Background: an optimization exercise with open tools, aiming at small area, a short achievable clock period and few clock cycles. Do not read the settings as production practice.
In this exercise RTL edits were held to simulation tests only and were not proved equivalent to the original.
Power and IR drop assume default switching activity.

### run.sh
#!/bin/bash
# synth_recipe.tcl (not shown) runs the flow's synth.tcl, then flattens the netlist and writes it again
# the make line also repeats each setting of config.mk as NAME=value (left out here)
make -C /OpenROAD-flow-scripts/flow DESIGN_CONFIG=/design/flow/config.mk WORK_HOME=/design/flow/orfs CLKGATE_MAP_FILE= SYNTH_SCRIPT=/design/flow/synth_recipe.tcl finish
### config.mk
export PLATFORM = sky130hd
export DESIGN_NAME = path_dot_segment_normalizer
export DESIGN_NICKNAME = path_dot_segment_normalizer
export VERILOG_FILES = /design/flow/design.v
export SDC_FILE = /design/flow/constraint.sdc
export NUM_CORES = 4
export LEC_CHECK = 0
export CAP_MARGIN = 20
export CORE_MARGIN = 2
export CORE_UTILIZATION = 40
export SLEW_MARGIN = 20
export SYNTH_MEMORY_MAX_BITS = 16384
### constraint.sdc
create_clock -name core_clock -period 9.0 [get_ports {i_clk}]
set_input_delay 1.8000 -clock core_clock [delete_from_list [all_inputs] [get_ports {i_clk}]]
set_output_delay 1.8000 -clock core_clock [all_outputs]
set_load 0.01 [all_outputs]
### design.v
package pdsn_pkg;
    localparam int unsigned PDSN_PATH_BYTES = 256;
    localparam int unsigned LEN_W  = 11;
    localparam int unsigned BYTE_W = 8;
    localparam logic [BYTE_W-1:0] SLASH_CHAR = 8'h2F;
    localparam logic [BYTE_W-1:0] DOT_CHAR   = 8'h2E;
    localparam logic [1:0] KIND_BYTE = 2'd0;
    localparam logic [1:0] KIND_END  = 2'd1;
    localparam logic [1:0] KIND_READ = 2'd2;
    localparam logic [2:0] STAT_ACCEPT = 3'd0;
    localparam logic [2:0] STAT_DONE   = 3'd1;
    localparam logic [2:0] STAT_ROOT   = 3'd2;
    localparam logic [2:0] STAT_LEAD   = 3'd3;
    localparam logic [2:0] STAT_OVER   = 3'd4;
    localparam logic [2:0] STAT_READ   = 3'd5;
    localparam logic [1:0] MODE_PLAIN  = 2'd0;
    localparam logic [1:0] MODE_SLASH  = 2'd1;
    localparam logic [1:0] MODE_DOT    = 2'd2;
    localparam logic [1:0] MODE_DOTDOT = 2'd3;
    typedef enum logic [1:0] {
        ERR_NONE,
        ERR_ROOT,
        ERR_LEAD,
        ERR_OVER
    } t_err;
endpackage
module pdsn_ram (
    input  logic         i_clk,
    input  logic         i_we,
    input  logic [7:0]   i_waddr,
    input  logic [7:0]   i_wdata,
    input  logic [3:0]   i_rgroup,
    input  logic [3:0]   i_rbyte,
    output logic [7:0]   o_rdata,
    output logic [15:0]  o_slash
);
    logic [7:0] r_mem [256];
    logic [15:0] wg_sel, wb_sel;
    logic [15:0] rg_sel, rb_sel;
    logic [7:0]  word [16];
    always_comb begin
        for (int k = 0; k < 16; k++) begin
            wg_sel[k] = i_we && (i_waddr[7:4] == 4'(k));
            wb_sel[k] = (i_waddr[3:0] == 4'(k));
            rg_sel[k] = (i_rgroup == 4'(k));
            rb_sel[k] = (i_rbyte == 4'(k));
        end
    end
    for (genvar i = 0; i < 256; i++) begin : g_byte
        always_ff @(posedge i_clk) begin
            if (wg_sel[i / 16] && wb_sel[i % 16]) begin
                r_mem[i] <= i_wdata;
            end
        end
    end
    always_comb begin
        for (int j = 0; j < 16; j++) begin
            word[j] = '0;
            for (int g = 0; g < 16; g++) begin
                word[j] = word[j] | ({8{rg_sel[g]}} & r_mem[g * 16 + j]);
            end
            o_slash[j] = (word[j] == 8'h2F);
        end
        o_rdata = '0;
        for (int j = 0; j < 16; j++) begin
            o_rdata = o_rdata | ({8{rb_sel[j]}} & word[j]);
        end
    end
endmodule
import pdsn_pkg::*;
module path_dot_segment_normalizer #(
    parameter int unsigned PATH_BYTES = pdsn_pkg::PDSN_PATH_BYTES
) (
    input  logic             i_clk,
    input  logic             i_rst_n,
    input  logic             start,
    output logic             busy,
    input  logic [1:0]       i_kind,
    input  logic [7:0]       i_char_byte,
    input  logic [9:0]       i_read_index,
    output logic             o_strobe,
    output logic [2:0]       o_status,
    output logic [pdsn_pkg::LEN_W-1:0] o_path_length,
    output logic [7:0]       o_data_byte
);
    logic               a_valid;
    logic [1:0]         a_kind;
    logic [7:0]         a_char;
    logic [9:0]         a_index;
    logic [8:0]         r_wcount, n_wcount;
    logic [1:0]         r_mode, n_mode;
    logic               r_first, n_first;
    pdsn_pkg::t_err     r_err, n_err;
    logic [8:0]         r_final, n_final;
    logic               r_scan;          
    logic               n_scan;
    logic               r_scan_fin, n_scan_fin;
    logic [3:0]         r_scan_grp, n_scan_grp;
    logic [15:0]        r_scan_hits;
    logic               r_strobe, n_strobe;
    logic [2:0]         r_status, n_status;
    logic [8:0]         r_len, n_len;
    logic [7:0]         r_data, n_data;
    logic               mem_we;
    logic [3:0]         mem_rgroup;
    logic [7:0]         mem_rdata;
    logic [15:0]        mem_slash;
    logic               is_slash;
    logic               is_dot;
    logic [1:0]         next_mode;
    logic [7:0]         w_less5;
    logic [7:0]         w_less4;
    logic [7:0]         scan_from;
    logic [15:0]        scan_mask;
    logic               collapse;
    logic               found;
    logic [3:0]         hit_pos;
    logic [8:0]         found_len;
    logic               fin_lead;
    logic               read_hit;
    pdsn_ram u_buf (
        .i_clk    (i_clk),
        .i_we     (mem_we),
        .i_waddr  (r_wcount[7:0]),
        .i_wdata  (a_char),
        .i_rgroup (mem_rgroup),
        .i_rbyte  (a_index[3:0]),
        .o_rdata  (mem_rdata),
        .o_slash  (mem_slash)
    );
    assign busy = r_scan;
    always_ff @(posedge i_clk) begin
        if (!i_rst_n) begin
            a_valid <= 1'b0;
        end else if (!r_scan) begin
            a_valid <= start;
        end
        if (!r_scan) begin
            a_kind  <= i_kind;
            a_char  <= i_char_byte;
            a_index <= i_read_index;
        end
    end
    assign is_slash = (a_char == SLASH_CHAR);
    assign is_dot   = (a_char == DOT_CHAR);
    always_comb begin
        unique case (r_mode)
            MODE_PLAIN: next_mode = is_slash ? MODE_SLASH : MODE_PLAIN;
            MODE_SLASH: next_mode = is_dot ? MODE_DOT : MODE_PLAIN;
            MODE_DOT:   next_mode = is_dot ? MODE_DOTDOT : MODE_PLAIN;
            default:    next_mode = MODE_PLAIN;
        endcase
    end
    assign w_less5   = (r_wcount >= 9'd5) ? 8'(r_wcount - 9'd5) : 8'd0;
    assign w_less4   = (r_wcount >= 9'd4) ? 8'(r_wcount - 9'd4) : 8'd0;
    assign scan_from = (a_kind == KIND_END) ? w_less4 : w_less5;
    assign collapse = a_valid && r_err == ERR_NONE && r_mode == MODE_DOTDOT
                      && r_wcount != 9'd3
                      && ((a_kind == KIND_BYTE && is_slash) || a_kind == KIND_END);
    always_comb begin
        if (r_scan) begin
            mem_rgroup = r_scan_grp - 4'd1;
        end else if (a_kind == KIND_READ) begin
            mem_rgroup = a_index[7:4];
        end else begin
            mem_rgroup = scan_from[7:4];
        end
        for (int j = 0; j < 16; j++) begin
            scan_mask[j] = r_scan || (4'(j) <= scan_from[3:0]);
        end
    end
    always_ff @(posedge i_clk) begin
        r_scan_hits <= mem_slash & scan_mask;
    end
    always_comb begin
        hit_pos = 4'd0;
        for (int j = 0; j < 16; j++) begin
            if (r_scan_hits[j]) hit_pos = 4'(j);
        end
    end
    assign found     = (r_scan_hits != 16'd0) || (r_scan_grp == 4'd0);
    assign found_len = {1'b0, r_scan_grp, hit_pos} + 9'd1;
    assign fin_lead = r_first && r_err == ERR_NONE;
    assign read_hit = ({1'b0, a_index} < {2'b00, r_final});
    always_comb begin
        n_wcount   = r_wcount;
        n_mode     = r_mode;
        n_first    = r_first;
        n_err      = r_err;
        n_final    = r_final;
        n_scan     = 1'b0;
        n_scan_fin = r_scan_fin;
        n_scan_grp = r_scan_grp;
        n_strobe   = 1'b0;
        n_status   = STAT_ACCEPT;
        n_len      = r_wcount;
        n_data     = '0;
        mem_we     = 1'b0;
        if (r_scan) begin
            if (found) begin
                n_strobe = 1'b1;
                n_len    = found_len;
                if (r_scan_fin) begin
                    n_status = STAT_DONE;
                    n_final  = found_len;
                    n_wcount = '0;
                    n_mode   = MODE_PLAIN;
                    n_first  = 1'b1;
                    n_err    = ERR_NONE;
                end else begin
                    n_wcount = found_len;
                    n_mode   = MODE_SLASH;
                end
            end else begin
                n_scan     = 1'b1;
                n_scan_grp = r_scan_grp - 4'd1;
            end
        end else if (collapse) begin
            n_scan     = 1'b1;
            n_scan_fin = (a_kind == KIND_END);
            n_scan_grp = scan_from[7:4];
        end else if (a_valid) begin
            n_strobe = 1'b1;
            unique case (a_kind)
                KIND_BYTE: begin
                    n_first = 1'b0;
                    if (r_first && !is_slash) begin
                        n_err = ERR_LEAD;
                    end else if (r_err != ERR_NONE) begin
                        n_err = r_err;
                    end else if (is_slash && r_mode == MODE_SLASH) begin
                        n_mode = MODE_SLASH;
                    end else if (is_slash && r_mode == MODE_DOT) begin
                        n_wcount = r_wcount - 9'd1;
                        n_mode   = MODE_SLASH;
                    end else if (is_slash && r_mode == MODE_DOTDOT) begin
                        n_err = ERR_ROOT;
                    end else if (r_wcount[8]) begin
                        n_err = ERR_OVER;
                    end else begin
                        mem_we   = 1'b1;
                        n_wcount = r_wcount + 9'd1;
                        n_mode   = next_mode;
                    end
                    n_len = n_wcount;
                end
                KIND_END: begin
                    if (fin_lead) begin
                        n_status = STAT_LEAD;
                        n_final  = '0;
                    end else begin
                        unique case (r_err)
                            ERR_ROOT: n_status = STAT_ROOT;
                            ERR_LEAD: n_status = STAT_LEAD;
                            ERR_OVER: n_status = STAT_OVER;
                            default:  n_status = STAT_DONE;
                        endcase
                        if (r_err != ERR_NONE) begin
                            n_final = '0;
                        end else if (r_mode == MODE_DOTDOT) begin
                            n_status = STAT_ROOT;
                            n_final  = '0;
                        end else if (r_mode == MODE_DOT) begin
                            n_final = r_wcount - 9'd1;
                        end else begin
                            n_final = r_wcount;
                        end
                    end
                    n_len    = n_final;
                    n_wcount = '0;
                    n_mode   = MODE_PLAIN;
                    n_first  = 1'b1;
                    n_err    = ERR_NONE;
                end
                KIND_READ: begin
                    n_status = STAT_READ;
                    n_len    = r_final;
                    n_data   = read_hit ? mem_rdata : '0;
                end
                default: begin
                end
            endcase
        end
    end
    always_ff @(posedge i_clk) begin
        if (!i_rst_n) begin
            r_wcount <= '0;
            r_mode   <= MODE_PLAIN;
            r_first  <= 1'b1;
            r_err    <= ERR_NONE;
            r_final  <= '0;
            r_scan   <= 1'b0;
            r_strobe <= 1'b0;
        end else begin
            r_wcount <= n_wcount;
            r_mode   <= n_mode;
            r_first  <= n_first;
            r_err    <= n_err;
            r_final  <= n_final;
            r_scan   <= n_scan;
            r_strobe <= n_strobe;
        end
        r_scan_fin <= n_scan_fin;
        r_scan_grp <= n_scan_grp;
        r_status   <= n_status;
        r_len      <= n_len;
        r_data     <= n_data;
    end
    assign o_strobe      = r_strobe;
    assign o_status      = r_status;
    assign o_path_length = {{(pdsn_pkg::LEN_W - 9){1'b0}}, r_len};
    assign o_data_byte   = r_data;
endmodule
==> impl_metrics.json <==
{
  "synth_compound_area_frac": 0.127,
  "period_minus_slack_ps": 7020,
  "grtUsageMet3": 0.110,
  "ff2ff_setup_slack_ps": 1980,
  "clock_skew_ps": 62.9,
  "insertion_delay_ps": 930,
  "drv_slew": 0,
  "hold-path-endpoint": "r_final[6]",
  "initial_core_util": 0.401,
  "cts_tree": "yes",
  "cts_hold_buf": 0,
  "num-fill-cells": 18300,
  "rsz0062_at_grt": "no",
  "synthMuxAreaShare": 0.0259,
  "vdd.ir_drop.worst_mv": 0.203,
  "drt_iter0_drc": 11500,
  "grt_pass1_vias": 54900,
  "clockBufferDepth": 3,
  "syn2layout_area_growth_pct": 14.0,
  "final_cells": 8789,
  "yosys.area_share.xor_xnor": 0.00144,
  "crit_fanout": 49,
  "r2r_end": "r_data[6]",
  "grt_busiest_layer": "met2",
  "cts_made_buffers": 214,
  "final_layout_size_suffix_gt1_frac": 0.123,
  "post_cts_resize_count": 0,
  "fmax_mhz": 142,
  "synthAdderAreaFrac": 0.00398,
  "holdPathStages": 2,
  "dp.cells": 8368,
  "die_x_um": 465,
  "hold_start": "r_final[6]",
  "gp_congestion": 1.02,
  "cts_root_buf": "clkbuf_16",
  "routed_via_density": 6.77,
  "io_pins": 47,
  "cts.sinks": 2135,
  "hold_viol": 0,
  "clk_pin_slew_ps": 70,
  "yosysWarnings": 4,
  "synth_cell_types": 92,
  "p_leak_uw": 0.0303,
  "final_cell_mix": "edfxtp_1, nand2_1, nor2_1",
  "dieHeight_um": 465,
  "tightest_slew_ps": 1290,
  "required_ps": 9750,
  "hp-class": "reg -> reg",
  "antenna_found_initial": 31,
  "tns_ps": 0,
  "synth_flop_cell": "edfxtp_1",
  "synth_cells": 5629,
  "synth.avg_cell_area_um2": 15.1,
  "fin_crit_sh": 0.781,
  "grt_first_pass_wirelength_um": 482000,
  "final_core_util": 0.458,
  "htreeDepth": 4,
  "drt.antenna.violating_nets": 0,
  "arrival_ps": 7780,
  "path_class": "reg -> reg",
  "final_cell_area_mm2": 0.0968,
  "core_area_mm2": 0.211,
  "port_buffers": 44,
  "layout_commonest_cell": "edfxtp_1",
  "vias": 59500,
  "postCtsSetupRepairBufs": 0,
  "yosysSeqAreaShare": 0.748,
  "netlist_area_mm2": 0.0849,
  "final_nets": 5816,
  "grt_max_degree": 180,
  "outcome": "timing/DRC/antenna clean",
  "drc": 0,
  "worstReg2RegStart": "r_wcount[3]",
  "max_cap_violations": 0,
  "dr.pass1.iters": 9,
  "post_drt_wl_per_cell_um": 41.1,
  "setup_viol": 0,
  "wl_um": 361000,
  "synth-simple-area-share": 0.0723,
  "track_usage": 0.325,
  "dp_hpwl_um": 229000,
  "power_density_mw_per_mm2": 244,
  "grt_util_met1": 0.426,
  "die-area_mm2": 0.216,
  "fp-row-count": 169,
  "async_reset_ff_frac": 0,
  "cp-end-kind": "flop",
  "place_area_mm2": 0.0897,
  "synth_edf_count": 2073,
  "grt_overflow": 0,
  "synth-seq-cells": 2135,
  "synth_top_family_by_area": "compound AO/OA/AOI/OAI gates",
  "max_slew_margin": 0.136,
  "use_met2": 0.468,
  "ff2ff_path_depth": 13,
  "startpoint_type": "flop"
}
where the power goes:
group,leakage [uW],switching [uW],total (uW),internal [uW]
Sequential,0.0192,15.7,10900,10900
Combinational,0.00778,2810,3660,849
Clock,0.00338,4020,9000,4990
worst max-delay path, cell delays in order, from the launching register on:
cell       delay (ps)
dfxtp_1           550
clkinv_1          370
ha_1              430
a2111o_1          500
o21ai_2           370
o41a_1            640
nand2_8           600
nand2_2           760
buf_4             370
o22ai_1           160
a2111oi_0        1030
o31a_1            480
o22a_1            320
a41oi_1           140
cell type report:
class                   instances  area, um2  area share
clock inverters               138       1370      0.0141
inverters                      44        165     0.00171
multi-input cells            3090      20100       0.208
clock buffers                 264       5590      0.0578
repair buffers                281       2470      0.0256
diodes                         16       40.0    0.000414
flip-flops and latches       2135      63500       0.656
well taps                    2821       3530      0.0365
how the worst max path moves through the flow:
stage	from	endpoint
global placement	r_wcount[3]	r_data[2]
floorplan	a_char[5]	u_buf.r_mem[208][0]
global route	r_wcount[3]	r_data[2]
finish	r_wcount[3]	r_data[6]
detailed placement	r_wcount[3]	r_data[2]
CTS	r_wcount[3]	r_data[2]
routing by layer:
layer  routed length (um)  vias up  share of wire
li1                     -    22900              -
met1               130000    30100           0.36
met2               153000     5433           0.43
met3                52400     1121           0.15
met4                25100       30          0.070
met5                  204        -        0.00057
flip-flops by register name, summed over array words and instances (netlist names), 3 cells and up:
name         cells
r_final          9
r_len            9
r_scan_grp       4
r_data           8
r_scan_hits     16
a_index         10
a_char           8
r_wcount         9
r_status         3
u_buf.r_mem   2048
per-stage QoR:
stage | total power [uW] | hold slack, ps | setup slack, ps
finish | 23600 | 535 | 1980
global route | 23900 | 549 | 1910
CTS | 23400 | 530 | 2230
detailed placement | 14600 | 522 | 2270
global placement | 14600 | 516 | 2020
floorplan | 12700 | 490 | 2840
logic make-up (layout without fill, tap and decap cells):
| group | after synthesis | after routing |
|---|---|---|
| simple gates | 1360 | 1360 |
| other cells | 1 | 18 |
| xor+xnor | 14 | 14 |
| mux | 210 | 210 |
| compound gates | 1477 | 1477 |
| buf+inv | 405 | 727 |
| fa+ha+maj | 27 | 27 |
| flops | 2135 | 2135 |
cell usage after synthesis, types with 56 or more instances:
master	count	area share
o21ai_0	135	0.0080
a21oi_1	222	0.013
clkbuf_1	166	0.0073
o22ai_1	105	0.0077
a22o_1	89	0.0092
a221oi_1	103	0.011
nor3_1	79	0.0047
mux2i_1	143	0.017
nand2_1	459	0.020
buf_2	134	0.0079
a211oi_1	56	0.0050
nand3_1	127	0.0075
dfxtp_1	62	0.015
edfxtp_1	2073	0.73
mux2_2	66	0.0088
a22oi_1	357	0.032
nor2_1	447	0.020
Testbench counts, summed over its fixed seeds: cycles 22,632.

[separate check: timing with driven ports]
The flow's constraints put no driver on any port. The routed layout listed below was extracted and timed again, unchanged, in two steps.
Step 1 assumes that a clkbuf_16 drives the clock port and a buf_2 every other input.
Step 2 times the ports against the registers' clock, not the clock port: input delays grow and output delays shrink by t, the midpoint of the rising clock arrivals with the driver on.
Slacks: ideal ports / drivers / drivers and shift; pairs: ideal ports / drivers.
shift t [ns]: 0.990
slack for setup (ns): 1.975 / 1.975 / 1.975
hold WS [ns]: 0.535 / 0.535 / 0.535
worst data-port slew with drivers (ns): 0.04
After both steps this run still meets setup and hold. For this run, drivers alone change the setup slack by 0.000 ns; drivers and shift together by 0.000 ns.
